This design comes from an exercise in tuning for small area, a short achievable clock period and few clock cycles per item on the open sky130 flow, not from production work. In this exercise RTL edits were held to simulation tests only and were not proved equivalent to the original.

[standard.sh]
#!/bin/bash
# synth_recipe.tcl (not shown) runs the flow's synth.tcl, then flattens the netlist and writes it again
# the make line also repeats each setting of config.mk as NAME=value (left out here)
make -C /OpenROAD-flow-scripts/flow DESIGN_CONFIG=/design/flow/config.mk WORK_HOME=/design/flow/orfs CLKGATE_MAP_FILE= SYNTH_SCRIPT=/design/flow/synth_recipe.tcl "${@:-finish}"
[constraint.sdc]
create_clock -name core_clock -period 8.0 [get_ports {clk}]
set_input_delay 1.6000 -clock core_clock [delete_from_list [all_inputs] [get_ports {clk}]]
set_output_delay 1.6000 -clock core_clock [all_outputs]
set_load 0.01 [all_outputs]
[design.v]
package jac_pkg;
    localparam int ADC_BITS_DEF = 10;
    localparam int SPD_W        = 8;
    localparam int NUM_AXES     = 4;
    localparam int OUT_W        = 40;
    localparam logic [6:0] TICK_MAX       = 7'd127;
    localparam logic [6:0] INTERVAL_RESET = 7'd100;
    localparam logic [7:0] MAX_SPEED_RESET = 8'd2;
    localparam logic [7:0] SPEED_DIV_RESET = 8'd20;
    localparam int LANE_LAT = 10;
endpackage
module jac_axis_lane (
    input  logic       clk,
    input  logic [9:0] sample,
    input  logic [9:0] origin,
    input  logic [9:0] axis_min,
    input  logic [9:0] axis_max,
    input  logic [7:0] ms1,          
    input  logic [9:0] ms3,          
    input  logic [7:0] dv1,          
    input  logic [9:0] dv3,          
    output logic [7:0] speed,
    output logic       neg,
    output logic [7:0] uprod,        
    output logic       sat_g         
);
    localparam logic [6:0] PCT_FULL = 7'd100;
    function automatic logic fix(input logic a, input logic zero, input logic clamp,
                                 input int j);
        fix = zero ? 1'b0 : (clamp ? PCT_FULL[j] : a);
    endfunction
    function automatic logic [8:0] qstep4(input logic [6:0] rem, input logic [1:0] bb,
                                          input logic [7:0] d1, input logic [9:0] d3);
        logic [10:0] s1, s2, s3;
        logic [1:0]  k;
        logic [8:0]  t, r;
        t  = {rem, bb};
        s1 = {2'b0, t} - {3'b0, d1};
        s2 = {2'b0, t} - {2'b0, d1, 1'b0};
        s3 = {2'b0, t} - {1'b0, d3};
        if (!s3[10])      begin k = 2'd3; r = s3[8:0]; end
        else if (!s2[10]) begin k = 2'd2; r = s2[8:0]; end
        else if (!s1[10]) begin k = 2'd1; r = s1[8:0]; end
        else              begin k = 2'd0; r = t;       end
        qstep4 = {k, r[6:0]};
    endfunction
    function automatic logic [13:0] pstep4(input logic [11:0] hi, input logic [9:0] sp,
                                           input logic [11:0] sp3);
        logic [12:0] s1, s2, s3;
        logic [1:0]  k;
        logic [11:0] r;
        s1 = {1'b0, hi} - {3'b0, sp};
        s2 = {1'b0, hi} - {2'b0, sp, 1'b0};
        s3 = {1'b0, hi} - {1'b0, sp3};
        if (!s3[12])      begin k = 2'd3; r = s3[11:0]; end
        else if (!s2[12]) begin k = 2'd2; r = s2[11:0]; end
        else if (!s1[12]) begin k = 2'd1; r = s1[11:0]; end
        else              begin k = 2'd0; r = hi;       end
        pstep4 = {k, r};
    endfunction
    function automatic logic [9:0] msel(input logic [1:0] k, input logic [7:0] m1,
                                        input logic [9:0] m3);
        case (k)
            2'd0: msel = 10'd0;
            2'd1: msel = {2'b0, m1};
            2'd2: msel = {1'b0, m1, 1'b0};
            default: msel = m3;
        endcase
    endfunction
    logic [10:0] a_diff, a_ndiff, a_sn, a_sp;
    logic        a_neg;
    always_comb
    begin
        a_diff  = {1'b0, sample} - {1'b0, origin};
        a_ndiff = {1'b0, origin} - {1'b0, sample};
        a_sn    = {1'b0, origin} - {1'b0, axis_min};
        a_sp    = {1'b0, axis_max} - {1'b0, origin};
        a_neg   = a_diff[10];
    end
    logic [9:0]  ra_dlt;
    logic [10:0] ra_spn;
    logic        ra_neg;
    always_ff @(posedge clk)
    begin
        ra_dlt <= a_neg ? a_ndiff[9:0] : a_diff[9:0];
        ra_spn <= a_neg ? a_sn : a_sp;
        ra_neg <= a_neg;
    end
    logic [10:0] b_cmp;
    always_comb
        b_cmp = {1'b0, ra_dlt} - {1'b0, ra_spn[9:0]};
    logic [16:0] rb_n;
    logic [9:0]  rb_sp;
    logic [11:0] rb_sp3;
    logic        rb_neg, rb_zero, rb_clamp;
    always_ff @(posedge clk)
    begin
        rb_n     <= {1'b0, ra_dlt, 6'd0} + {2'b0, ra_dlt, 5'd0} + {5'b0, ra_dlt, 2'd0};
        rb_sp    <= ra_spn[9:0];
        rb_sp3   <= {2'b0, ra_spn[9:0]} + {1'b0, ra_spn[9:0], 1'b0};
        rb_neg   <= ra_neg;
        rb_zero  <= ra_spn[10] || (ra_spn[9:0] == 10'd0);
        rb_clamp <= !b_cmp[10];
    end
    logic [13:0] d1_p;
    always_comb
        d1_p = pstep4(rb_n[16:5], rb_sp, rb_sp3);
    logic [14:0] r1_r;
    logic [9:0]  r1_sp;
    logic [11:0] r1_sp3;
    logic        r1_neg, r1_zero, r1_clamp;
    logic [1:0]  r1_a;
    always_ff @(posedge clk)
    begin
        r1_r     <= {d1_p[9:0], rb_n[4:0]};
        r1_sp    <= rb_sp;
        r1_sp3   <= rb_sp3;
        r1_neg   <= rb_neg;
        r1_zero  <= rb_zero;
        r1_clamp <= rb_clamp;
        r1_a     <= {fix(d1_p[13], rb_zero, rb_clamp, 6), fix(d1_p[12], rb_zero, rb_clamp, 5)};
    end
    logic [13:0] d2_p;
    logic [8:0]  d2_q;
    always_comb
    begin
        d2_p = pstep4(r1_r[14:3], r1_sp, r1_sp3);
        d2_q = qstep4(7'd0, r1_a, dv1, dv3);
    end
    logic [12:0] r2_r;
    logic [9:0]  r2_sp;
    logic [11:0] r2_sp3;
    logic        r2_neg, r2_zero, r2_clamp;
    logic [1:0]  r2_a;
    logic [6:0]  r2_qr;
    logic [1:0]  r2_q;
    logic [9:0]  r2_z;
    always_ff @(posedge clk)
    begin
        r2_r     <= {d2_p[9:0], r1_r[2:0]};
        r2_sp    <= r1_sp;
        r2_sp3   <= r1_sp3;
        r2_neg   <= r1_neg;
        r2_zero  <= r1_zero;
        r2_clamp <= r1_clamp;
        r2_a     <= {fix(d2_p[13], r1_zero, r1_clamp, 4), fix(d2_p[12], r1_zero, r1_clamp, 3)};
        r2_qr    <= d2_q[6:0];
        r2_q     <= d2_q[8:7];
        r2_z     <= msel(r1_a, ms1, ms3);
    end
    logic [13:0] d3_p;
    logic [8:0]  d3_q;
    always_comb
    begin
        d3_p = pstep4(r2_r[12:1], r2_sp, r2_sp3);
        d3_q = qstep4(r2_qr, r2_a, dv1, dv3);
    end
    logic [10:0] r3_r;
    logic [9:0]  r3_sp;
    logic        r3_neg, r3_zero, r3_clamp;
    logic [1:0]  r3_a;
    logic [6:0]  r3_qr;
    logic [3:0]  r3_q;
    logic [11:0] r3_z;
    always_ff @(posedge clk)
    begin
        r3_r     <= {d3_p[9:0], r2_r[0]};
        r3_sp    <= r2_sp;
        r3_neg   <= r2_neg;
        r3_zero  <= r2_zero;
        r3_clamp <= r2_clamp;
        r3_a     <= {fix(d3_p[13], r2_zero, r2_clamp, 2), fix(d3_p[12], r2_zero, r2_clamp, 1)};
        r3_qr    <= d3_q[6:0];
        r3_q     <= {r2_q, d3_q[8:7]};
        r3_z     <= {r2_z, 2'b0} + {2'b0, msel(r2_a, ms1, ms3)};
    end
    logic [11:0] d4_c;
    logic [8:0]  d4_q;
    always_comb
    begin
        d4_c = {1'b0, r3_r} - {2'b0, r3_sp};
        d4_q = qstep4(r3_qr, r3_a, dv1, dv3);
    end
    logic        r4_neg, r4_a0;
    logic [6:0]  r4_qr;
    logic [5:0]  r4_q;
    logic [13:0] r4_z;
    always_ff @(posedge clk)
    begin
        r4_neg <= r3_neg;
        r4_a0  <= fix(!d4_c[11], r3_zero, r3_clamp, 0);
        r4_qr  <= d4_q[6:0];
        r4_q   <= {r3_q, d4_q[8:7]};
        r4_z   <= {r3_z, 2'b0} + {4'b0, msel(r3_a, ms1, ms3)};
    end
    logic [8:0] d5_t;
    always_comb
        d5_t = {1'b0, r4_qr, r4_a0} - {1'b0, dv1};
    logic        r5_neg;
    logic [6:0]  r5_q;
    logic [14:0] r5_z;
    always_ff @(posedge clk)
    begin
        r5_neg <= r4_neg;
        r5_q   <= {r4_q, !d5_t[8]};
        r5_z   <= {r4_z, 1'b0} + (r4_a0 ? {7'b0, ms1} : 15'd0);
    end
    logic [14:0] f1_pp [7];
    logic [14:0] f1_s1, f1_c1, f1_s2, f1_c2, f1_s3, f1_c3, f1_s4, f1_c4, f1_s5, f1_c5;
    logic        f1_hi;
    always_comb
    begin
        f1_hi = 1'b0;
        for (int i = 0; i < 7; i++)
        begin
            f1_pp[i] = r5_q[i] ? 15'({r5_z, 7'd0} >> (7 - i)) : 15'd0;
            f1_pp[i][14] = 1'b0;
            f1_hi = f1_hi || (r5_q[i] && ((r5_z >> (14 - i)) != 15'd0));
        end
        f1_s1 = f1_pp[0] ^ f1_pp[1] ^ f1_pp[2];
        f1_c1 = ((f1_pp[0] & f1_pp[1]) | (f1_pp[0] & f1_pp[2]) | (f1_pp[1] & f1_pp[2])) << 1;
        f1_s2 = f1_pp[3] ^ f1_pp[4] ^ f1_pp[5];
        f1_c2 = ((f1_pp[3] & f1_pp[4]) | (f1_pp[3] & f1_pp[5]) | (f1_pp[4] & f1_pp[5])) << 1;
        f1_s3 = f1_s1 ^ f1_c1 ^ f1_pp[6];
        f1_c3 = ((f1_s1 & f1_c1) | (f1_s1 & f1_pp[6]) | (f1_c1 & f1_pp[6])) << 1;
        f1_s4 = f1_s2 ^ f1_c2 ^ f1_s3;
        f1_c4 = ((f1_s2 & f1_c2) | (f1_s2 & f1_s3) | (f1_c2 & f1_s3)) << 1;
        f1_s5 = f1_s4 ^ f1_c4 ^ f1_c3;
        f1_c5 = ((f1_s4 & f1_c4) | (f1_s4 & f1_c3) | (f1_c4 & f1_c3)) << 1;
        f1_hi = f1_hi || f1_s1[14] || f1_c1[14] || f1_s2[14] || f1_c2[14] || f1_s3[14]
              || f1_c3[14] || f1_s4[14] || f1_c4[14] || f1_s5[14] || f1_c5[14];
    end
    logic        r6_neg, r6_sat;
    logic [13:0] r6_s, r6_c;
    always_ff @(posedge clk)
    begin
        r6_neg <= r5_neg;
        r6_sat <= f1_hi;
        r6_s   <= f1_s5[13:0];
        r6_c   <= f1_c5[13:0];
    end
    logic [14:0] f2_x;
    logic [11:0] f2_y;
    logic [16:0] f2_t1, f2_t2, f2_t3, f2_t4, f2_s1, f2_c1, f2_s2, f2_c2;
    always_comb
    begin
        f2_x  = {1'b0, r6_s} + {1'b0, r6_c};
        f2_y  = f2_x[13:2];
        f2_t1 = {f2_y, 5'd0};
        f2_t2 = {2'b0, f2_y, 3'd0};
        f2_t3 = {5'b0, f2_y};
        f2_t4 = ~{10'd0, f2_y[11:5]};
        f2_s1 = f2_t1 ^ f2_t2 ^ f2_t3;
        f2_c1 = ((f2_t1 & f2_t2) | (f2_t1 & f2_t3) | (f2_t2 & f2_t3)) << 1;
        f2_s2 = f2_s1 ^ f2_c1 ^ f2_t4;
        f2_c2 = ((f2_s1 & f2_c1) | (f2_s1 & f2_t4) | (f2_c1 & f2_t4)) << 1;
    end
    logic        r7_neg, r7_sat;
    logic [16:0] r7_ps, r7_pc;
    always_ff @(posedge clk)
    begin
        r7_neg <= r6_neg;
        r7_sat <= r6_sat || (f2_x >= 15'd12800);
        r7_ps  <= f2_s2;
        r7_pc  <= f2_c2 | {16'd0, f2_y[4:0] == 5'd0};
    end
    logic [16:0] g_p;
    logic [6:0]  g_s;
    logic [7:0]  g_pp [4];
    always_comb
    begin
        g_p = r7_ps + r7_pc;
        g_s = g_p[16:10] | {7{r7_sat}};
        for (int i = 0; i < 4; i++)
        begin
            case ((i < 3) ? g_s[2*i +: 2] : {1'b0, g_s[6]})
                2'd0: g_pp[i] = 8'd0;
                2'd1: g_pp[i] = 8'(dv1 << (2 * i));
                2'd2: g_pp[i] = 8'(dv1 << (2 * i + 1));
                default: g_pp[i] = 8'(dv3 << (2 * i));
            endcase
        end
    end
    logic [6:0] r8_s;
    logic       r8_neg;
    logic [7:0] r8_pp0;
    logic [7:2] r8_pp1;
    logic [7:4] r8_pp2;
    logic [7:6] r8_pp3;
    always_ff @(posedge clk)
    begin
        r8_s   <= g_s;
        r8_neg <= r7_neg;
        r8_pp0 <= g_pp[0];
        r8_pp1 <= g_pp[1][7:2];
        r8_pp2 <= g_pp[2][7:4];
        r8_pp3 <= g_pp[3][7:6];
    end
    assign sat_g = r7_sat;
    logic [7:0] h_pp [4];
    logic [7:0] h_s1, h_c1, h_s2, h_c2;
    always_comb
    begin
        speed = r8_neg ? 8'(-{1'b0, r8_s}) : {1'b0, r8_s};
        neg   = r8_neg;
        h_pp[0] = r8_pp0;
        h_pp[1] = {r8_pp1, 2'b0};
        h_pp[2] = {r8_pp2, 4'b0};
        h_pp[3] = {r8_pp3, 6'b0};
        h_s1 = h_pp[0] ^ h_pp[1] ^ h_pp[2];
        h_c1 = ((h_pp[0] & h_pp[1]) | (h_pp[0] & h_pp[2]) | (h_pp[1] & h_pp[2])) << 1;
        h_s2 = h_s1 ^ h_c1 ^ h_pp[3];
        h_c2 = ((h_s1 & h_c1) | (h_s1 & h_pp[3]) | (h_c1 & h_pp[3])) << 1;
        uprod = h_s2 + h_c2;
    end
endmodule
import jac_pkg::*;
module joystick_axes_to_cursor_motion_unit #(
    parameter int ADC_BITS = jac_pkg::ADC_BITS_DEF
) (
    input  logic                          clk,
    input  logic                          rst_n,
    input  logic                          s_axis_tvalid,
    output logic                          s_axis_tready,
    input  logic [((4*ADC_BITS+8)/8)*8-1:0] s_axis_tdata,
    output logic                          m_axis_tvalid,
    input  logic                          m_axis_tready,
    output logic [jac_pkg::OUT_W-1:0]     m_axis_tdata,
    input  logic                          cfg_we,
    input  logic [2:0]                    cfg_addr,
    input  logic [(ADC_BITS > 8 ? ADC_BITS : 8)-1:0] cfg_data
);
    localparam int QD = 6;               
    localparam int FD = LANE_LAT + 4;    
    logic [9:0] origin_reg [NUM_AXES];
    logic [9:0] amin_reg, amax_reg;
    logic [7:0] max_speed_reg, speed_div_reg;
    logic [6:0] ticks_reg, interval_reg;
    logic       rdy_reg;
    logic       pend_reg;            
    logic [FD-1:0] fed_reg;          
    logic       ivl_wait_reg;        
    logic       allow1_reg;          
    logic       spec_reg;            
    logic       spec_fed_reg;        
    logic       early_reg;           
    logic       dfix_reg;            
    logic       dfix_s_reg;          
    logic       dfix_fed_reg;        
    logic [1:0] rb_cnt_reg;          
    logic       res_done_reg;        
    logic [QD-1:0] q_v, q_upd, q_prs;  
    logic          out_valid_reg, out_upd_reg, out_prs_reg;
    logic [35:0]   out_res_reg;
    logic [9:0]  smp_reg [NUM_AXES];
    logic [7:0]  spd_reg [3];
    logic [7:0]  spd3_reg;
    logic [7:0]  u1_reg;             
    logic        n1_reg;             
    logic        xz_reg;             
    logic [9:0]  rsel_reg, osel_reg;  
    logic [3:0]  flag_reg;           
    logic [7:0]  lane_speed, lane_uprod;
    logic        lane_neg;
    logic [7:0]  dv1_reg;            
    logic [9:0]  dv3_reg, ms3_reg;   
    logic [6:0]  ivl127_reg;         
    logic        nz127_reg;          
    logic        lane_sat;
    logic [7:0]  u127, m127;
    always_ff @(posedge clk)
    begin
        dv1_reg <= (speed_div_reg == 8'd0) ? 8'd1 : speed_div_reg;
        dv3_reg <= (speed_div_reg == 8'd0) ? 10'd3
                 : {2'b0, speed_div_reg} + {1'b0, speed_div_reg, 1'b0};
        ms3_reg <= {2'b0, max_speed_reg} + {1'b0, max_speed_reg, 1'b0};
        ivl127_reg <= (m127 >= 8'd100) ? 7'd1 : 7'(8'd100 - m127);
        nz127_reg  <= u127 != 8'd0;
    end
    always_comb
    begin
        u127 = {dv1_reg[0], 7'd0} - dv1_reg;
        m127 = u127[7] ? 8'(-u127) : u127;
    end
    jac_axis_lane u_lane (
        .clk       (clk),
        .sample    (rsel_reg),
        .origin    (osel_reg),
        .axis_min  (amin_reg),
        .axis_max  (amax_reg),
        .ms1       (max_speed_reg),
        .ms3       (ms3_reg),
        .dv1       (dv1_reg),
        .dv3       (dv3_reg),
        .speed     (lane_speed),
        .neg       (lane_neg),
        .uprod     (lane_uprod),
        .sat_g     (lane_sat)
    );
    logic       in_fire, report;
    logic [6:0] ticks_inc;
    logic       out_take, out_load, feed_go, res_last;
    logic       cap_x, cap_y, cap_x2;
    logic       head_ok;
    logic [QD-1:0] q_v_next, q_upd_next, q_prs_next, q_kept;
    logic       ivl_s, ivl_x, ivl_y, resolve, spec_keep, spec_drop, res_win, ivl_one;
    logic       ivl_wait_next, allow1_next, spec_next, spec_fed_next;
    logic       early_next, pend_next;
    logic [6:0] ticks_next, ivl_after;
    logic [FD-1:0] fed_next;
    logic       smp_free_next;
    logic [7:0] m_sel, m_mag;
    logic signed [7:0] vx;
    logic [6:0] ivl_new;
    always_comb
    begin
        in_fire   = s_axis_tvalid && rdy_reg;
        ticks_inc = (ticks_reg == TICK_MAX) ? TICK_MAX : ticks_reg + 7'd1;
        report    = ivl_wait_reg ? !allow1_reg : (ticks_reg >= interval_reg);
        out_take  = out_valid_reg && m_axis_tready;
        cap_x     = fed_reg[LANE_LAT];
        cap_y     = fed_reg[LANE_LAT + 1];
        cap_x2    = fed_reg[LANE_LAT + 2];
        res_last  = fed_reg[LANE_LAT + 3];
        head_ok   = q_v[0] && (!q_upd[0] || res_done_reg || res_last);
        out_load  = head_ok && (!out_valid_reg || m_axis_tready);
        ivl_s   = fed_reg[LANE_LAT - 1] && lane_sat && nz127_reg && !dfix_reg;
        ivl_x   = cap_y && (u1_reg != 8'd0) && !early_reg;
        ivl_y   = cap_x2 && xz_reg && (u1_reg != 8'd0) && !early_reg;
        resolve = ivl_s || ivl_x || (cap_x2 && !early_reg);
        m_sel     = u1_reg;
        m_mag     = m_sel[7] ? 8'(-m_sel) : m_sel;
        ivl_new   = (m_mag >= 8'd100) ? 7'd1 : 7'(8'd100 - m_mag);
        ivl_after = ivl_s ? ivl127_reg : (ivl_x || ivl_y) ? ivl_new : interval_reg;
        vx        = n1_reg ? 8'(-u1_reg) : u1_reg;
        ivl_one   = ivl_s ? (ivl127_reg == 7'd1)
                  : (ivl_x || ivl_y) ? (u1_reg >= 8'd99 && u1_reg <= 8'd157)
                  : (interval_reg == 7'd1);
        spec_keep = resolve && spec_reg && ivl_one;
        spec_drop = resolve && spec_reg && !ivl_one;
        res_win   = fed_reg[LANE_LAT - 1] || cap_y || cap_x2;
        feed_go   = (pend_reg || (in_fire && report)) && !(spec_reg && res_win)
                 && !fed_reg[0] && !fed_reg[1] && !fed_reg[2]
                 && (rb_cnt_reg == 2'd0
                     || (rb_cnt_reg == 2'd1 && q_upd[0] && (!out_valid_reg || m_axis_tready)));
        for (int i = 0; i < QD; i++)
        begin
            q_kept[i] = out_load ? ((i < QD - 1) ? q_v[(i + 1) % QD] : 1'b0) : q_v[i];
            if (q_kept[i])
            begin
                q_upd_next[i] = out_load ? q_upd[(i + 1) % QD] : q_upd[i];
                q_prs_next[i] = out_load ? q_prs[(i + 1) % QD] : q_prs[i];
            end
            else
            begin
                q_upd_next[i] = report;
                q_prs_next[i] = !s_axis_tdata[NUM_AXES*ADC_BITS];
            end
            q_v_next[i] = q_kept[i] || (in_fire && (i == 0 || q_kept[(i + QD - 1) % QD]));
        end
        if (dfix_reg)
            for (int i = 1; i < QD; i++)
                if (q_v[i] && (i == QD - 1 || !q_v[(i + 1) % QD]))
                begin
                    if (out_load)
                        q_upd_next[i - 1] = 1'b0;
                    else
                        q_upd_next[i] = 1'b0;
                end
        fed_next = {fed_reg[FD-2:0], feed_go};
        if (dfix_reg)
        begin
            fed_next[LANE_LAT-3:2] = '0;
            if (!dfix_s_reg)
                fed_next[LANE_LAT+2:LANE_LAT-2] = '0;
        end
        pend_next = (pend_reg || (in_fire && report)) && !feed_go && !spec_drop;
        ticks_next = ticks_reg;
        if (in_fire)
            ticks_next = report ? 7'd0 : ticks_inc;
        if (spec_drop)
            ticks_next = 7'd2;
        ivl_wait_next = ivl_wait_reg;
        allow1_next   = allow1_reg;
        spec_next     = spec_reg;
        spec_fed_next = spec_fed_reg || (spec_reg && feed_go);
        if (resolve)
        begin
            if (spec_keep)
            begin
                spec_next   = 1'b0;
                allow1_next = 1'b1;
            end
            else
            begin
                ivl_wait_next = 1'b0;
                spec_next     = 1'b0;
            end
        end
        if (in_fire)
        begin
            if (!ivl_wait_reg)
            begin
                ivl_wait_next = report;
                allow1_next   = report;
            end
            else if (allow1_reg)
                allow1_next   = 1'b0;
            else
            begin
                spec_next     = 1'b1;
                spec_fed_next = feed_go;
            end
        end
        if (!spec_next)
            spec_fed_next = 1'b0;
        early_next = cap_x2 ? 1'b0 : (ivl_s || ivl_x) ? 1'b1 : early_reg;
        smp_free_next = !pend_next && !fed_next[0] && !fed_next[1];
    end
    always_ff @(posedge clk or negedge rst_n)
    begin
        if (!rst_n)
        begin
            ticks_reg     <= '0;
            interval_reg  <= INTERVAL_RESET;
            rdy_reg       <= 1'b1;
            pend_reg      <= 1'b0;
            fed_reg       <= '0;
            ivl_wait_reg  <= 1'b0;
            allow1_reg    <= 1'b0;
            spec_reg      <= 1'b0;
            spec_fed_reg  <= 1'b0;
            early_reg     <= 1'b0;
            dfix_reg      <= 1'b0;
            dfix_s_reg    <= 1'b0;
            dfix_fed_reg  <= 1'b0;
            rb_cnt_reg    <= '0;
            res_done_reg  <= 1'b0;
            q_v           <= '0;
            q_upd         <= '0;
            q_prs         <= '0;
            out_valid_reg <= 1'b0;
            out_upd_reg   <= 1'b0;
            out_prs_reg   <= 1'b0;
            for (int i = 0; i < NUM_AXES; i++)
                origin_reg[i] <= 10'd512;
            amin_reg      <= '0;
            amax_reg      <= 10'd1023;
            max_speed_reg <= MAX_SPEED_RESET;
            speed_div_reg <= SPEED_DIV_RESET;
        end
        else
        begin
            ticks_reg <= ticks_next;
            if (ivl_s || ivl_x || ivl_y)
                interval_reg <= ivl_after;
            rdy_reg      <= !q_v_next[QD-1]
                         && (resolve || !ivl_wait_next || allow1_next
                             || (!spec_next && ticks_next == 7'd1 && smp_free_next
                                 && !fed_next[LANE_LAT-1] && !fed_next[LANE_LAT+1]
                                 && !fed_next[LANE_LAT+2]));
            ivl_wait_reg <= ivl_wait_next;
            allow1_reg   <= allow1_next;
            spec_reg     <= spec_next;
            spec_fed_reg <= spec_fed_next;
            early_reg    <= early_next;
            pend_reg <= pend_next;
            fed_reg  <= fed_next;
            rb_cnt_reg <= rb_cnt_reg + 2'(feed_go) - 2'(out_load && q_upd[0])
                        - 2'(dfix_reg && dfix_fed_reg);
            dfix_reg     <= spec_drop;
            dfix_s_reg   <= ivl_s;
            dfix_fed_reg <= spec_fed_reg;
            if (out_load && q_upd[0])
                res_done_reg <= 1'b0;
            else if (res_last)
                res_done_reg <= 1'b1;
            q_v   <= q_v_next;
            q_upd <= q_upd_next;
            q_prs <= q_prs_next;
            if (out_load)
            begin
                out_valid_reg <= 1'b1;
                out_upd_reg   <= q_upd[0];
                out_prs_reg   <= q_prs[0];
            end
            else if (m_axis_tready)
                out_valid_reg <= 1'b0;
            if (cfg_we)
            begin
                case (cfg_addr)
                    3'd0: origin_reg[0] <= cfg_data[9:0];
                    3'd1: origin_reg[1] <= cfg_data[9:0];
                    3'd2: origin_reg[2] <= cfg_data[9:0];
                    3'd3: origin_reg[3] <= cfg_data[9:0];
                    3'd4: amin_reg      <= cfg_data[9:0];
                    3'd5: amax_reg      <= cfg_data[9:0];
                    3'd6: max_speed_reg <= cfg_data[7:0];
                    3'd7: speed_div_reg <= cfg_data[7:0];
                    default: ;
                endcase
            end
        end
    end
    always_ff @(posedge clk)
    begin
        if (in_fire && report)
            for (int i = 0; i < NUM_AXES; i++)
                smp_reg[i] <= s_axis_tdata[i*ADC_BITS +: ADC_BITS];
        if (cap_x)
            spd_reg[0] <= lane_speed;
        if (cap_y)
        begin
            spd_reg[1]    <= lane_speed;
            flag_reg[1:0] <= {vx < -8'sd5, vx > 8'sd5};
            xz_reg        <= u1_reg == 8'd0;
        end
        if (cap_x2)
        begin
            spd_reg[2] <= lane_speed;
            flag_reg[3:2] <= {vx < -8'sd5, vx > 8'sd5};
        end
        if (out_load)
            out_res_reg <= q_upd[0] ? {flag_reg, res_last ? lane_speed : spd3_reg, spd_reg[2],
                                       spd_reg[1], spd_reg[0]}
                                    : 36'd0;
    end
    always_ff @(posedge clk)
        if (res_last)
            spd3_reg <= lane_speed;
    always_ff @(posedge clk)
    begin
        u1_reg <= lane_uprod;
        n1_reg <= lane_neg;
        if (fed_reg[0])
        begin
            rsel_reg <= smp_reg[1];
            osel_reg <= origin_reg[1];
        end
        else if (fed_reg[1])
        begin
            rsel_reg <= smp_reg[2];
            osel_reg <= origin_reg[2];
        end
        else if (fed_reg[2])
        begin
            rsel_reg <= smp_reg[3];
            osel_reg <= origin_reg[3];
        end
        else
        begin
            rsel_reg <= pend_reg ? smp_reg[0] : s_axis_tdata[ADC_BITS-1:0];
            osel_reg <= origin_reg[0];
        end
    end
    assign s_axis_tready = rdy_reg;
    assign m_axis_tvalid = out_valid_reg;
    assign m_axis_tdata  = {2'b00, out_upd_reg, out_prs_reg, out_res_reg};
endmodule
[flow/run.sh]
#!/bin/bash
# Standard ORFS layout (the standard.sh, standard synthesis unchanged),
# except that the port buffers inserted before global placement are buf_2
# cells instead of the cell buffer_ports picks by default, and clock tree
# synthesis uses clkbuf_8 cells without dummy loads.
set -euo pipefail
export BUFFER_PORTS_ARGS="-buffer_cell sky130_fd_sc_hd__buf_2"
export CTS_ARGS="-sink_clustering_enable -repair_clock_nets -dont_use_dummy_load -buf_list sky130_fd_sc_hd__clkbuf_8 -sink_clustering_size 40"
bash standard.sh finish > standard_finish.log 2>&1
[config.mk]
export PLATFORM = sky130hd
export DESIGN_NAME = joystick_axes_to_cursor_motion_unit
export DESIGN_NICKNAME = joystick_axes_to_cursor_motion_unit
export VERILOG_FILES = /design/flow/design.v
export SDC_FILE = /design/flow/constraint.sdc
export NUM_CORES = 4
export LEC_CHECK = 0
export CAP_MARGIN = 20
export CORE_MARGIN = 2
export CORE_UTILIZATION = 55
export CTS_BUF_LIST = sky130_fd_sc_hd__clkbuf_8
export CTS_CLUSTER_SIZE = 40
export SETUP_SLACK_MARGIN = 5.0
export SLEW_MARGIN = 20
==> notes.md, run 1 <==
Antenna Nets Post-Route 0; FF+latch area between 15,000 and 20,000 sq um; H-tree Lvls 3; crit end category primary output; Finished Layout Cells 4,640; fill cell count ~5,600; die width approximately 260 um; crit-path cells buf_6; first-pass GRT wire length 131,000 um; footprint of the multi-input gates about 20,000 sq um; Reg clk slew, reported paths around 60 ps; CTS Root Buffer Type clkbuf_8; library cells used by synthesis 95; Hold Path Class register to register; register area share after synthesis 0.411; drt via density around 5.5; number of clock sinks between 600 and 700; Worst Setup Start Kind register; flops & latches, synth ~660; final hold vios 0; DR vias 25,700; most common cell after layout, fill and taps aside dfxtp_1; total CTS buffers 108; Rows 94; routed len/inst 17.5 um; die area 68,200 sq um; period utilization 0.375; GRT overflow 0; crit path kind register to primary output; IO Count ~110; Initial DRC Count approximately 1,400; CP max stage delay around 570 ps; max-cap violation count 0; Avg Cell Area, Syn 10.1 sq um; final setup vio count 0; crit path max fanout 3; Die Span Y 261 um; initial antenna violation count 5; Core Footprint 65,600 sq um; RSZ-0062 raised after global routing yes; Worst Hold Path Cells 0; Worst EP arrival 1400 ps; critical path's slowest cell dfstp_2; setup TNS 0 ps; status complete, no violations; most frequent cells in the layout dfxtp_1 (401), ha_1 (358), inv_1 (340); Mapped Cells between 3,000 and 4,000; Final min period ~3000 ps; Area Growth Syn to Fin 9.73%; Pre-Repair DR Iteration Count 5; dpl hpwl 61,700 um; Slew @ Worst Pin approximately 1100 ps; Starting Density 0.554; Max-Slew Margin vs Limit 0.246; total track usage 0.238; clk_skew roughly 100 ps; Slew Limit Fails 0; CTS tree done; worst reg2reg path depth 13; Top Family by Delay on Critical Path flip-flops; placed insts about 4,500; PortBufs slightly below 100; Post-route DRC 0; post-synthesis async set-or-reset flop share 0.209; Fmax around 0.33 GHz; WP depth 1; routed wire length a little over 80,000 um; Synth Flop Type dfxtp_1; Buf/Inv on CP 1; Worst Path Required ~6400 ps; clock latency on the worst-skew pair a little over 700 ps; layout net count around 4,300; vias in the first global route 26,200; Post-synth EDFFs 105; clock tree buffer depth 3; Ys Warns 8; fraction of layout cells with a size suffix above 1 0.131; synthesized area between 30,000 and 40,000 sq um; routability cong. 0.890; largest net degree at the start of global routing 73
## Yosys cell counts (all sizes together), types with 8 or more instances
master	count	area share
o21ai	207	0.029
a21oi	193	0.027
a21boi	22	0.0045
a211oi	27	0.0057
mux2i	95	0.026
a31oi	16	0.0029
nor4	12	0.0025
a21o	65	0.013
xnor2	138	0.033
a22oi	12	0.0025
o211ai	32	0.0066
mux2	87	0.027
and3	15	0.0026
o21bai	15	0.0031
o221ai	12	0.0029
or2	12	0.0021
or3	18	0.0031
o31ai	15	0.0031
xor2	63	0.015
ha	363	0.12
dfxtp	416	0.23
nand2	212	0.022
nor3	55	0.0080
nand4	14	0.0024
nor2b	74	0.013
dfstp	21	0.015
dfrtp	117	0.080
inv	350	0.036
and2	128	0.022
o21a	22	0.0045
a22o	12	0.0029
o2bb2ai	11	0.0028
edfxtp	105	0.087
nor2	196	0.020
nand2b	65	0.011
nand3b	12	0.0025
clkbuf	66	0.0068
buf	33	0.0052
a32oi	10	0.0024
nand4b	8	0.0019
fa	99	0.054
nand3	46	0.0063
o22ai	17	0.0029
## through the flow
stage | hold WS, ps | setup WS (ps) | cell area, sq um | util
finish | 255 | 5000 | 39900 | 0.608
detailed placement | 312 | 4180 | 37700 | 0.574
CTS | 236 | 4900 | 39400 | 0.601
global placement | 311 | 4160 | 37700 | 0.574
floorplan | 310 | 4630 | 36500 | -
global route | 268 | 4920 | 39900 | 0.608
## cell type report
| type | count | share of cell area |
|---|---|---|
| repair buffers | 155 | 0.0251 |
| well taps | 864 | 0.0271 |
| multi-input cells | 2497 | 0.501 |
| clock buffers | 108 | 0.0372 |
| flip-flops and latches | 659 | 0.376 |
| diodes | 4 | 0.000251 |
| inverters | 353 | 0.0339 |
## cells by family (layout without fill, tap and decap cells)
kind of cell	count (synthesis)	in the layout	synth area share
AND/OR/NAND/NOR	894	895	0.126
AO/OA/AOI/OAI	755	755	0.133
flip-flops	659	659	0.411
adder cells (fa/ha/maj)	462	462	0.179
buffers and inverters	452	616	0.0484
XOR/XNOR	201	201	0.0484
multiplexers	182	182	0.0532
other	1	6	0.000103
## what timing repair did
action,4_1_cts,5_1_grt
hold buffers,0,0
setup endpoints to repair,65,70
pin swaps,5,19
gates resized for setup,51,74
buffers inserted,15,25
endpoints found under the hold margin,0,0
gates cloned,0,3
## per-layer routing
metal | track usage | up-vias | part of all wire
met5 | 0 | - | 0
met3 | 0.0423 | 150 | 0.051
met1 | 0.316 | 12300 | 0.46
li1 | - | 12800 | -
met2 | 0.394 | 512 | 0.46
met4 | 0.0775 | 0 | 0.026
## final timing paths
path / from / endpoint / slack, ps
max in group asynchronous: rst_n / q_prs[0] / 5670
worst min-delay path: u_lane.r3_neg / u_lane.r4_neg / 250
worst min register to register: u_lane.r3_neg / u_lane.r4_neg / 250
min in group asynchronous: rst_n / origin_reg[3][7] / 900
worst max register to register: u_lane.r6_s[4] / u_lane.r7_ps[10] / 5020
worst max-delay path: rdy_reg / s_axis_tready / 5000
Testbench counts, summed over its fixed seeds: cycles 36,773, items 25,600.
==> run 2: changes to the inputs <==
--- a/config.mk
+++ b/config.mk
@@ -10,5 +10,6 @@
 export CORE_UTILIZATION = 55
 export CTS_BUF_LIST = sky130_fd_sc_hd__clkbuf_8
 export CTS_CLUSTER_SIZE = 40
+export PLACE_DENSITY = 0.5
 export SETUP_SLACK_MARGIN = 5.0
 export SLEW_MARGIN = 20
==> run 2 against run 1 <==
Compared with the run above:
- area after synthesis stayed put
- utilization stayed put
- fmax stayed put
- count of clock-buffer cells in the layout stayed put
- highest routed layer unchanged
- synthesized cell count stayed put
- final cell count stayed put
- critical path type unchanged
- register-to-register slack hardly changed
==> notes.md, run 2 <==
Area Growth Syn to Fin 9.73% (unchanged); IO Count 108 (unchanged); final setup vio count 0 (unchanged); Synth Flop Type dfxtp_1; CTS Root Buffer Type clkbuf_8; PortBufs 98 (unchanged); DR vias 25,700 (unchanged); routed wire length 81,100 um (unchanged); final hold vios 0 (unchanged); critical path's slowest cell dfstp_2; largest net degree at the start of global routing 73 (unchanged); footprint of the multi-input gates 20,000 sq um (unchanged); Antenna Nets Post-Route 0 (unchanged); setup TNS 0 ps (unchanged); clk_skew 97.6 ps (unchanged); CTS tree done; clock latency on the worst-skew pair 710 ps (about the same); Avg Cell Area, Syn 10.1 sq um (unchanged); Synth area leaders dfxtp_1 (23%), ha_1 (12%), edfxtp_1 (8.7%), dfrtp_1 (8.0%), fa_1 (5.4%); Worst Path Required 6400 ps (about the same); Top Family by Delay on Critical Path flip-flops; first-pass GRT wire length 131,000 um (unchanged); dpl hpwl 61,700 um (unchanged); crit path kind register to primary output; Worst Setup Start Kind register; synthesized area 36,400 sq um (unchanged); H-tree Lvls 3 (unchanged); Slew Limit Fails 0 (unchanged); Final min period 3000 ps (unchanged); Reg clk slew, reported paths 60 ps (about the same); Hold Path Class register to register; Worst EP arrival 1400 ps (about the same); total CTS buffers 108 (unchanged); crit end category primary output; status complete, no violations; Mapped Cells 3,606 (unchanged); period utilization 0.375 (unchanged); crit path from rdy_reg; vias in the first global route 26,200 (unchanged); fraction of layout cells with a size suffix above 1 0.131 (unchanged); Ys Warns 8 (unchanged); Initial DRC Count 1,428 (unchanged); total track usage 0.238 (unchanged); RSZ-0062 raised after global routing yes; fill cell count 5,564 (unchanged); Starting Density 0.554 (unchanged); max-cap violation count 0 (unchanged); Buf/Inv on CP 1 (unchanged); Synth area leader dfxtp_1; Core Footprint 65,600 sq um (unchanged); flop2flop setup slack 5020 ps (about the same); most frequent cell after synthesis dfxtp_1; layout net count 4,302 (unchanged); worst reg2reg path depth 13 (unchanged); library cells used by synthesis 95 (unchanged); number of clock sinks 659 (unchanged); die width 261 um (unchanged); routed len/inst 17.5 um (unchanged); Post-synth EDFFs 105 (unchanged); post-synthesis async set-or-reset flop share 0.209 (unchanged); die area 68,200 sq um (unchanged); clock tree buffer depth 3 (unchanged); worst hold path startpoint u_lane.r3_neg; FF+latch area 15,000 sq um (unchanged); Post-route DRC 0 (unchanged); Synth top area share 0.229 (unchanged); Worst Hold Path Cells 0 (unchanged); WP depth 1 (unchanged); GRT overflow 0 (unchanged); initial antenna violation count 5 (unchanged); Commonest cells post-synth dfxtp_1 (416), ha_1 (363), inv_1 (349); Die Span Y 261 um (unchanged); register area share after synthesis 0.411 (unchanged); Rows 94 (unchanged); routability cong. 0.890 (unchanged); Max-Slew Margin vs Limit 0.246 (unchanged); Slew @ Worst Pin 1120 ps (unchanged); most frequent cells in the layout dfxtp_1 (401), ha_1 (358), inv_1 (340); flops & latches, synth 659 (unchanged); most common cell after layout, fill and taps aside dfxtp_1; Hold Buf Count CTS 0 (unchanged); drt via density 5.53 (unchanged); Fmax 0.334 GHz (unchanged); Worst R2R Start u_lane.r6_s[4]; crit-path cells buf_6; CP max stage delay 570 ps (about the same); Pre-Repair DR Iteration Count 5 (unchanged); crit path max fanout 3 (unchanged)
[run 2: final cells by class]
type	count	share of cell area
multi-input cells	2497	0.501
flip-flops and latches	659	0.376
clock buffers	108	0.0372
inverters	353	0.0339
well taps	864	0.0271
repair buffers	155	0.0251
diodes	4	0.000251
[run 2: path summary, 6_finish.rpt]
path / end
max in group asynchronous: q_prs[0]
setup reg to reg: u_lane.r7_ps[10]
min in group asynchronous: origin_reg[3][7]
setup / recovery: s_axis_tready
hold / removal: u_lane.r4_neg
hold reg to reg: u_lane.r4_neg
[run 2: cells by family (layout without fill, tap and decap cells)]
group | count (synthesis) | in the layout | synth area share
AND/OR/NAND/NOR | 894 | 895 | 0.126
AO/OA/AOI/OAI | 755 | 755 | 0.133
flip-flops | 659 | 659 | 0.411
adder cells (fa/ha/maj) | 462 | 462 | 0.179
buffers and inverters | 452 | 616 | 0.0484
XOR/XNOR | 201 | 201 | 0.0484
multiplexers | 182 | 182 | 0.0532
other | 1 | 6 | 0.000103
[run 2: routing by layer]
metal | vias up | share of wire | GRT usage
li1 | 12800 | - | -
met1 | 12300 | 0.46 | 0.316
met2 | 512 | 0.46 | 0.394
met3 | 150 | 0.051 | 0.0423
met4 | 0 | 0.026 | 0.0775
met5 | - | 0 | 0
[run 2: stage by stage]
stage / area, sq um / util / std cells / hold slack (ps) / setup slack, ps
after floorplan: 36500 / - / 3607 / 310 / 4630
after global placement: 37700 / 0.574 / 4485 / 311 / 4160
after detailed placement: 37700 / 0.574 / 4485 / 312 / 4180
after CTS: 39400 / 0.601 / 4608 / 236 / 4900
after global routing: 39900 / 0.608 / 4640 / 268 / 4920
final: 39900 / 0.608 / 4640 / 255 / 5000
[run 2: timing repair]
item	in CTS	in global routing
resized for setup	51	74
endpoints found under the setup margin	65	70
pin swaps	5	19
setup buffers	15	25
gates cloned	0	3
==> run 3: changes to the inputs <==
--- a/config.mk
+++ b/config.mk
@@ -7,9 +7,8 @@
 export LEC_CHECK = 0
 export CAP_MARGIN = 20
 export CORE_MARGIN = 2
-export CORE_UTILIZATION = 55
+export CORE_UTILIZATION = 45
 export CTS_BUF_LIST = sky130_fd_sc_hd__clkbuf_8
 export CTS_CLUSTER_SIZE = 40
-export PLACE_DENSITY = 0.5
 export SETUP_SLACK_MARGIN = 5.0
 export SLEW_MARGIN = 20
==> run 3 against run 2 <==
Compared with the run above:
- clock skew increased by 10 ps
- synthesized cell count unchanged
- routed wire length decreased by 4.4%
- setup slack improved by 32 ps
- critical path depth increased by 12
- utilization decreased by 11 points
- still clean on timing, DRC and antenna
- fmax increased by 1.1%
- first-iteration DRC count decreased by 12%
==> notes.md, run 3 <==
status complete, no violations; most common cell after layout, fill and taps aside dfxtp_1; Mapped Cells 3,606 (unchanged); die area 83,100 sq um (+22%); register area share after synthesis 0.411 (unchanged); first-pass GRT wire length 128,000 um (-2.5%); Commonest cells post-synth dfxtp_1 (416), ha_1 (363), inv_1 (349); largest net degree at the start of global routing 77 (+5.5%); Rows 104 (+11%); crit-path cells ha_4, fa_2, a21o_1, a21oi_2, nor2b_2, o311a_1, o22ai_4, xor2_4, inv_2, fa_1, inv_1, ha_1, inv_1; Worst R2R Start u_lane.r6_c[4]; Antenna Nets Post-Route 0 (unchanged); Post-synth EDFFs 105 (unchanged); Worst Path Required 8570 ps (+2170 ps); fraction of layout cells with a size suffix above 1 0.134 (+0.00328); routed wire length 77,500 um (-4.4%); critical path's slowest cell fa_1; CP max stage delay 470 ps (-100 ps); worst reg2reg path depth 13 (unchanged); period utilization 0.371 (-0.00401); clock tree buffer depth 3 (unchanged); Hold Path Class register to register; Synth top area share 0.229 (unchanged); clk_skew 108 ps (+10.1 ps); H-tree Lvls 3 (unchanged); Reg clk slew, reported paths 60 ps (about the same); Post-route DRC 0 (unchanged); drt via density 5.21 (-5.9%); clock latency on the worst-skew pair 730 ps (+20 ps); RSZ-0062 raised after global routing yes; routability cong. 0.842 (-5.4%); Max-Slew Margin vs Limit 0.314 (+0.0684); CTS Root Buffer Type clkbuf_8; Area Growth Syn to Fin 10.8%; Worst Hold Path Cells 0 (unchanged); Worst Setup Start Kind register; Final min period 2960 ps (-32.0 ps); total track usage 0.188 (-0.0495); max-cap violation count 0 (unchanged); Ys Warns 8 (unchanged); setup TNS 0 ps (unchanged); die width 288 um (+10%); crit path max fanout 2 (-1); reg2reg end u_lane.r7_ps[10]; crit end category register; post-synthesis async set-or-reset flop share 0.209 (unchanged); Starting Density 0.453 (-0.101); Fmax 0.337 GHz (+1.1%); Core Footprint 80,300 sq um (+22%); Die Span Y 288 um (+10%); initial antenna violation count 2 (-3); fill cell count 7,416 (+33%); Synth area leader dfxtp_1; flop2flop setup slack 5040 ps (+20 ps); CTS tree done; final setup vio count 0 (unchanged); library cells used by synthesis 95 (unchanged); most frequent cells in the layout dfxtp_1 (396), ha_1 (358), inv_1 (340); synthesized area 36,400 sq um (unchanged); Worst EP arrival 3540 ps (+2140 ps); GRT overflow 0 (unchanged); most frequent cell after synthesis dfxtp_1; worst hold path startpoint u_lane.r6_neg; PortBufs 98 (unchanged); Slew @ Worst Pin 1030 ps (-88.0 ps); Slew Limit Fails 0 (unchanged); Pre-Repair DR Iteration Count 5 (unchanged); layout net count 4,314 (+0.28%); Top Family by Delay on Critical Path adder cells; setup ws final 5040 ps (+32.0 ps); total CTS buffers 112 (+3.7%); final hold vios 0 (unchanged); IO Count 108 (unchanged); Initial DRC Count 1,250 (-12%); dpl ws 4410 ps (+232 ps); Hold Buf Count CTS 0 (unchanged); placed insts 4,686 (+4.5%); Buf/Inv on CP 3 (+2); vias in the first global route 25,500 (-2.5%); most used cell, CP inv_1; routed len/inst 16.0 um (-8.5%); number of clock sinks 659 (unchanged); crit path kind register to register; Avg Cell Area, Syn 10.1 sq um (unchanged); flops & latches, synth 659 (unchanged); dpl hpwl 58,100 um (-5.9%); DR vias 25,200 (-1.7%); Hold Path Sink u_lane.r7_neg; Synth area leaders dfxtp_1 (23%), ha_1 (12%), edfxtp_1 (8.7%), dfrtp_1 (8.0%), fa_1 (5.4%); Synth Flop Type dfxtp_1; Finished Layout Cells 4,845 (+4.4%)
-- run 3: worst max path at each step --
stage	end	start	cells past startpoint	slack, ps
2_1_floorplan	rb_cnt_reg[1]	m_axis_tready	10	4630
3_3_place_gp	u_lane.r3_qr[1]	dv1_reg[1]	10	4420
3_5_place_dp	u_lane.r3_qr[1]	dv1_reg[1]	10	4410
4_1_cts	u_lane.r7_ps[10]	u_lane.r6_c[4]	13	4920
5_1_grt	u_lane.r2_r[5]	u_lane.r1_sp[1]	10	4920
6_report	u_lane.r7_ps[10]	u_lane.r6_c[4]	13	5040
-- run 3: cells by family after synthesis --
kind of cell,count (synthesis),share of synthesized area
AND/OR/NAND/NOR,894,0.126
multiplexers,182,0.0532
XOR/XNOR,201,0.0484
flip-flops,659,0.411
adder cells (fa/ha/maj),462,0.179
AO/OA/AOI/OAI,755,0.133
buffers and inverters,452,0.0484
other,1,0.000103
-- run 3: area by class of cell --
type                            count  area, sq um  share of cell area
Sequential cell                   659        15000               0.372
Multi-Input combinational cell   2496        20000               0.495
Timing Repair Buffer              164         1100              0.0273
Antenna cell                        1         2.50           0.0000621
Inverter                          353         1350              0.0335
Clock buffer                      112         1540              0.0383
Tap cell                         1060         1330              0.0329
-- run 3: what timing repair did --
action                                  CTS  global route
buffers inserted                         15            27
hold endpoints to repair                  0             0
pin swaps                                 4            25
endpoints found under the setup margin   66            74
gates cloned                              0             3
resized for setup                        44            83
-- run 3: routing by layer --
layer | track usage | part of all wire | up-vias
met5 | 0 | 0 | -
met2 | 0.326 | 0.48 | 446
met3 | 0.0285 | 0.043 | 132
met1 | 0.243 | 0.46 | 11900
li1 | - | - | 12800
met4 | 0.0527 | 0.023 | 0
-- run 3: through the flow --
stage	hold slack, ps	cell area, sq um	utilization
2_1_floorplan	310	36500	-
3_3_place_gp	311	38000	0.473
3_5_place_dp	312	38000	0.473
4_1_cts	310	39800	0.495
5_1_grt	318	40300	0.502
6_report	309	40300	0.502
==> run 4: changes to the inputs <==
==> flow/run.sh (replaced) <==
#!/bin/bash
# Standard ORFS layout (the standard.sh, standard synthesis unchanged),
# except that the port buffers inserted before global placement are buf_2
# cells instead of the cell buffer_ports picks by default, and clock tree
# synthesis uses clkbuf_16 cells, sink clusters of up to 40 and no dummy loads.
set -euo pipefail
export BUFFER_PORTS_ARGS="-buffer_cell sky130_fd_sc_hd__buf_2"
export CTS_ARGS="-sink_clustering_enable -repair_clock_nets -dont_use_dummy_load -buf_list sky130_fd_sc_hd__clkbuf_16 -sink_clustering_size 40"
bash standard.sh finish > standard_finish.log 2>&1
--- a/config.mk
+++ b/config.mk
@@ -7,7 +7,7 @@
 export LEC_CHECK = 0
 export CAP_MARGIN = 20
 export CORE_MARGIN = 2
-export CORE_UTILIZATION = 45
+export CORE_UTILIZATION = 55
 export CTS_BUF_LIST = sky130_fd_sc_hd__clkbuf_8
 export CTS_CLUSTER_SIZE = 40
 export SETUP_SLACK_MARGIN = 5.0
==> run 4 against run 3 <==
Compared with the run above:
- count of clock-buffer cells in the layout decreased by 39
- critical path depth decreased by 2
- still clean
- sequential cell count unchanged
- global-route usage increased by 4.9 points
- critical path type unchanged
==> notes.md, run 4 <==
GRT overflow 0 (unchanged); fraction of layout cells with a size suffix above 1 0.123 (-0.0109); Fmax 0.333 GHz (-1.2%); flop2flop setup slack 5000 ps (-40 ps); dpl hpwl 61,700 um (+6.2%); most used cell, CP o21ai_0; die area 68,200 sq um (-18%); Commonest cells post-synth dfxtp_1 (416), ha_1 (363), inv_1 (349); Worst R2R Start u_lane.r3_a[0]; Hold Path Class register to register; setup TNS 0 ps (unchanged); routability cong. 0.890 (+5.7%); most frequent cell after synthesis dfxtp_1; Hold Path Sink u_lane.r3_q[2]; Post-synth EDFFs 105 (unchanged); library cells used by synthesis 95 (unchanged); number of clock sinks 659 (unchanged); final hold vios 0 (unchanged); CTS Root Buffer Type clkbuf_16; CP max stage delay 440 ps (-30 ps); clk_skew 60.8 ps (-46.9 ps); status complete, no violations; first-pass GRT wire length 131,000 um (+2.3%); Slew Limit Fails 0 (unchanged); Rows 94 (-9.6%); dpl ws 4180 ps (-232 ps); placed insts 4,485 (-4.3%); ANT cells 0 (-1); total CTS buffers 73 (-35%); Hold Buf Count CTS 0 (unchanged); Post-route DRC 0 (unchanged); Initial DRC Count 1,522 (+22%); Worst EP arrival 3430 ps (-110 ps); clock latency on the worst-skew pair 610 ps (-120 ps); Pre-Repair DR Iteration Count 6 (+1); WL met1 37,700 um (+6.2%); Max-Slew Margin vs Limit 0.271 (-0.0427); Avg Cell Area, Syn 10.1 sq um (unchanged); crit end category register; CTS tree done; Finished Layout Cells 4,602 (-5.0%); layout net count 4,268 (-1.1%); Worst Path Required 8420 ps (-150 ps); worst hold path startpoint u_lane.r2_q[0]; Die Span Y 261 um (-9.4%); Antenna Nets Post-Route 0 (unchanged); IO Count 108 (unchanged); register area share after synthesis 0.411 (unchanged); Starting Density 0.554 (+0.101); period utilization 0.375 (+0.00455); critical path's slowest cell a2111oi_1; final setup vio count 0 (unchanged); crit path kind register to register; H-tree Lvls 3 (unchanged); Synth area leader dfxtp_1; Top Family by Delay on Critical Path compound AO/OA/AOI/OAI gates; most common cell after layout, fill and taps aside dfxtp_1; Worst Hold Path Cells 0 (unchanged); clock tree buffer depth 3 (unchanged); met2 wire length 37,400 um (+0.94%); Buf/Inv on CP 1 (-2); RSZ-0062 raised after global routing yes; vias in the first global route 25,900 (+1.4%); drt via density 5.56 (+6.7%); Synth area leaders dfxtp_1 (23%), ha_1 (12%), edfxtp_1 (8.7%), dfrtp_1 (8.0%), fa_1 (5.4%); Reg clk slew, reported paths 60 ps (about the same); crit-path cells inv_1, ha_2, fa_1, nor2b_1, o21ai_0, a21boi_1, o21ai_0, a211oi_1, a31o_2, a2111oi_1, a221oi_1; flops & latches, synth 659 (unchanged); Mapped Cells 3,606 (unchanged); reg2reg end u_lane.r4_qr[6]; Worst Setup Start Kind register; initial antenna violation count 5 (+3); Slew @ Worst Pin 1080 ps (+49.9 ps); Final min period 3000 ps (+36.4 ps); Synth top area share 0.229 (unchanged); max-cap violation count 0 (unchanged); Synth Flop Type dfxtp_1; max layer used met4; Core Footprint 65,600 sq um (-18%); routed wire length 80,800 um (+4.2%); WL met3 3810 um (+15%); total track usage 0.237 (+0.0489); largest net degree at the start of global routing 73 (-5.2%); die width 261 um (-9.4%); setup ws final 5000 ps (-36.4 ps); crit path max fanout 10 (+8); most frequent cells in the layout dfxtp_1 (399), ha_1 (356), inv_1 (340); PortBufs 98 (unchanged); synthesized area 36,400 sq um (unchanged); Finished Core Util 0.613 (+0.112); worst reg2reg path depth 11 (-2); post-synthesis async set-or-reset flop share 0.209 (unchanged); Area Growth Syn to Fin 10.7% (about the same); DR vias 25,600 (+1.4%); Ys Warns 8 (unchanged); routed len/inst 17.5 um (+9.7%)
-- run 4: cell types whose count changed in the layout (fill, tap and decap cells not counted), sizes merged --
cell / delta
buf: -8
clkbuf: -39
clkinv: +1
clkinvlp: -1
diode: -1
nand2: +1
-- run 4: repair_timing --
item | in CTS | in global routing
setup endpoints to repair | 70 | 70
pin swaps | 8 | 23
gates cloned | 0 | 4
buffers inserted | 18 | 22
resized for setup | 54 | 73
-- run 4: final cells by class --
type / count / area, sq um
repair buffers: 156 / 1020
well taps: 864 / 1080
multi-input cells: 2497 / 20000
flip-flops and latches: 659 / 15000
clock buffers: 73 / 1830
fillers: 5521 / 25400
inverters: 353 / 1350
-- run 4: kinds of logic after synthesis --
group	synth area share
AO/OA/AOI/OAI	0.133
XOR/XNOR	0.0484
adder cells (fa/ha/maj)	0.179
buffers and inverters	0.0484
flip-flops	0.411
multiplexers	0.0532
other	0.000103
AND/OR/NAND/NOR	0.126
-- run 4: metal layers --
layer | vias up | track usage
met5 | - | 0
met1 | 12200 | 0.321
met3 | 126 | 0.0363
met4 | 0 | 0.0702
met2 | 535 | 0.394
li1 | 12700 | -
-- run 4: through the flow --
| step | cell area, sq um | hold slack (ps) |
|---|---|---|
| after floorplan | 36500 | 310 |
| after global routing | 40300 | 323 |
| after CTS | 39800 | 320 |
| after detailed placement | 37700 | 312 |
| final | 40300 | 321 |
| after global placement | 37700 | 311 |
-- run 4: worst register-to-register path, stage by stage, from the launching register on --
cell	delay, ps
dfxtp_4	400
inv_1	230
ha_2	290
fa_1	230
nor2b_1	60
o21ai_0	200
a21boi_1	120
o21ai_0	340
a211oi_1	140
a31o_2	230
a2111oi_1	440
a221oi_1	160
-- run 4: worst max-delay path by stage --
stage | end | slack, ps | depth (start not counted) | from
2_1_floorplan | rb_cnt_reg[1] | 4630 | 10 | m_axis_tready
3_3_place_gp | rb_cnt_reg[1] | 4160 | 10 | m_axis_tready
3_5_place_dp | rb_cnt_reg[1] | 4180 | 10 | m_axis_tready
4_1_cts | u_lane.r3_qr[5] | 4920 | 12 | u_lane.r2_a[0]
5_1_grt | u_lane.r3_qr[1] | 4940 | 10 | dv1_reg[1]
6_report | u_lane.r4_qr[6] | 5000 | 11 | u_lane.r3_a[0]
==> run 5: changes to the inputs <==
==> run.sh (new file) <==
#!/bin/bash
# synth_recipe.tcl (not shown) runs the flow's synth.tcl, then flattens the netlist and writes it again
# the make line also repeats each setting of config.mk as NAME=value (left out here)
make -C /OpenROAD-flow-scripts/flow DESIGN_CONFIG=/design/flow/config.mk WORK_HOME=/design/flow/orfs CLKGATE_MAP_FILE= SYNTH_SCRIPT=/design/flow/synth_recipe.tcl finish
removed: flow/run.sh
removed: standard.sh
==> run 5 against run 4 <==
Compared with the run above:
- non-clock buffer count down 2
- fmax down 0.96%
- final cell count up 2.8%
- critical path type unchanged
- largest cell class unchanged
==> notes.md, run 5 <==
Mapped Cells 3,606 (unchanged); Worst EP arrival 3630 ps (+200 ps); max-cap violation count 0 (unchanged); library cells used by synthesis 95 (unchanged); Finished Layout Cells 4,730 (+2.8%); Slew Limit Fails 0 (unchanged); flop2flop setup slack 4970 ps (-30 ps); Synth area leader dfxtp_1; Initial DRC Count 1,542 (+1.3%); Fmax 0.330 GHz (-0.96%); crit path from u_lane.r6_s[4]; Synth Area in Adders 0.179 (unchanged); layout net count 4,303 (+0.82%); period utilization 0.379 (+0.00364); GRT overflow 0 (unchanged); RSZ-0062 raised after global routing yes; Antenna Nets Post-Route 0 (unchanged); Avg Cell Area, Syn 10.1 sq um (unchanged); number of clock sinks 659 (unchanged); Post-route DRC 0 (unchanged); most frequent cell after synthesis dfxtp_1; setup TNS 0 ps (unchanged); critical path's slowest cell fa_1; mux cell area share after synthesis 0.0532 (unchanged); crit end category register; most frequent cells in the layout dfxtp_1 (397), inv_1 (381), ha_1 (357); die width 261 um (unchanged); dpl ws 3970 ps (-206 ps); CTS Root Buffer Type clkbuf_8; first-pass GRT wire length 131,000 um (about the same); Synth Area in XOR/XNOR 0.0484 (unchanged); fraction of layout cells with a size suffix above 1 0.125 (+0.00216); Ys Warns 8 (unchanged); PortBufs 98 (unchanged); crit path kind register to register; flops & latches, synth 659 (unchanged); placed cell areas 38,200 sq um (+1.3%); routed wire length 81,000 um (+0.32%); Finished Cell Area 41,000 sq um (+1.9%); total CTS buffers 111 (+52%); Commonest cells post-synth dfxtp_1 (416), ha_1 (363), inv_1 (349); Synth Flop Type dfxtp_1; Die Span Y 261 um (unchanged); crit-path cells ha_4, fa_2, a21o_1, a21oi_2, nor2b_1, o311a_1, o22ai_2, xor2_2, inv_2, fa_1, inv_1, ha_1, inv_1; final hold vios 0 (unchanged); synthesized area 36,400 sq um (unchanged); dpl hpwl 61,800 um (about the same); most common cell after layout, fill and taps aside dfxtp_1; Area Growth Syn to Fin 12.8%; Core Footprint 65,600 sq um (unchanged); IO Count 108 (unchanged); Critical Path Sink u_lane.r7_ps[10]; CP max stage delay 470 ps (+30 ps); Post-synth EDFFs 105 (unchanged); Pre-Repair DR Iteration Count 6 (unchanged); total track usage 0.237 (-0.000269); largest net degree at the start of global routing 73 (unchanged); clk_skew 47.9 ps (-12.8 ps); register area share after synthesis 0.411 (unchanged); DR vias 26,100 (+2.1%); crit path max fanout 2 (-8); Worst R2R Start u_lane.r6_s[4]; die area 68,200 sq um (unchanged); worst reg2reg path depth 13 (+2); CTS tree done; final setup vio count 0 (unchanged); Compound-Gate Fraction of Synth Area 0.133 (unchanged); drt via density 5.52 (-0.69%); simple-gate area share of the yosys netlist 0.126 (unchanged); Reg clk slew, reported paths 60 ps (about the same); Synth top area share 0.229 (unchanged); H-tree Lvls 3 (unchanged); Rows 94 (unchanged); routability cong. 0.874 (-1.8%); clock latency on the worst-skew pair 720 ps (+110 ps); initial antenna violation count 5 (unchanged); vias in the first global route 26,300 (+1.8%); clock tree buffer depth 3 (unchanged); placed insts 4,485 (unchanged); Starting Density 0.554 (unchanged); Slew @ Worst Pin 1080 ps (+4.94 ps); largest family of logic cells by synthesized area adder cells; routed len/inst 17.1 um (-2.4%); Synth area leaders dfxtp_1 (23%), ha_1 (12%), edfxtp_1 (8.7%), dfrtp_1 (8.0%), fa_1 (5.4%); status complete, no violations; most used cell, CP inv_1; Final min period 3030 ps (+29.1 ps); fill cell count 5,556 (+0.63%); Worst Path Required 8600 ps (+180 ps); Hold Path Class register to register; Max-Slew Margin vs Limit 0.277 (+0.00611); setup ws final 4970 ps (-29.1 ps); reg2reg end u_lane.r7_ps[10]; post-synthesis async set-or-reset flop share 0.209 (unchanged); Worst Setup Start Kind register
==> run 5: cell counts after synthesis <==
Identical to the previous run, type by type.
==> run 5: timing repair <==
action / CTS / global route
hold buffers: 0 / 0
endpoints found under the setup margin: 110 / 106
gates resized for setup: 158 / 104
buffers inserted: 20 / 21
pin swaps: 6 / 18
==> run 5: logic make-up after synthesis <==
group                      count (synthesis)
AOI/OAI and AO/OA                        755
xor gates and xnor gates                 201
muxes                                    182
buffers and inverters                    452
DFF                                      659
and+or+nand+nor                          894
adders and majority gates                462
other                                      1
==> run 5: final cells by class <==
type                            instances  area [sq um]  area share
Antenna cell                            1          2.50   0.0000610
Clock inverter                         74           495      0.0121
Sequential cell                       659         15000       0.366
Multi-Input combinational cell       2496         20000       0.488
Timing Repair Buffer                  154          1310      0.0318
Inverter                              353          1350      0.0330
Clock buffer                          129          1780      0.0433
Tap cell                              864          1080      0.0263
==> run 5: critical path: cells and delay by family (launching register included) <==
family | cells | cell delay [ps]
simple gates | 1 | 80
buf+inv | 3 | 130
compound gates | 4 | 900
flops | 1 | 330
fa+ha+maj | 4 | 1250
xor+xnor | 1 | 230
==> run 5: worst min path at each step <==
| stage | from | end | slack [ps] | depth (start not counted) |
|---|---|---|---|---|
| CTS | u_lane.r1_sp3[4] | u_lane.r2_sp3[4] | 320 | 0 |
| detailed placement | u_lane.r3_q[0] | u_lane.r4_q[2] | 310 | 0 |
| floorplan | u_lane.r8_pp0[0] | u1_reg[0] | 310 | 0 |
| global route | u_lane.r3_neg | u_lane.r4_neg | 330 | 0 |
| finish | u_lane.r3_neg | u_lane.r4_neg | 320 | 0 |
| global placement | u_lane.r3_q[2] | u_lane.r4_q[4] | 310 | 0 |
==> run 5: stage by stage <==
step,utilization,hold WS (ps)
after floorplan,-,310
after global placement,0.582,312
after detailed placement,0.582,312
after CTS,0.620,319
after global routing,0.625,329
final,0.625,325
==> run 5: routing by layer <==
layer / part of all wire / wire, um / vias up / track usage
met4: 0.024 / 1910 / 2 / 0.0705
met5: 0.000086 / 7 / - / 0
met3: 0.042 / 3370 / 155 / 0.0361
li1: - / - / 12900 / -
met1: 0.46 / 37600 / 12500 / 0.316
met2: 0.47 / 38100 / 566 / 0.399

separate check: timing with driven ports:
The flow's constraints put no driver on any port. The routed layouts listed below were extracted and timed again, unchanged, in two steps. Step 1 sets driving cells, clkbuf_16 on the clock port and buf_2 on the other inputs (assumed; they add their load-dependent delay and slew). Step 2 times the ports against the registers' clock, not the clock port: input delays grow and output delays shrink by t, the midpoint of the rising clock arrivals with the driver on. Slacks: no drivers / after step 1 / after step 2; pairs: no drivers / after step 1.
run	t (ns)	setup WS [ns]	hold WS [ns]	worst register clock-pin slew, ns	worst slew at a driven data input, ns
run 1	0.721	5.003 / 4.944 / 4.388	0.255 / 0.255 / 0.255	0.06 / 0.06	0.06
run 2	0.721	5.003 / 4.944 / 4.388	0.255 / 0.255 / 0.255	0.06 / 0.06	0.06
run 3	0.743	5.035 / 5.023 / 4.528	0.309 / 0.309 / 0.309	0.06 / 0.06	0.05
run 4	0.645	4.999 / 4.999 / 4.544	0.321 / 0.321 / 0.321	0.06 / 0.06	0.07
run 5	0.755	4.970 / 4.960 / 4.430	0.325 / 0.325 / 0.325	0.07 / 0.07	0.08
After both steps setup and hold are still met in every run listed.
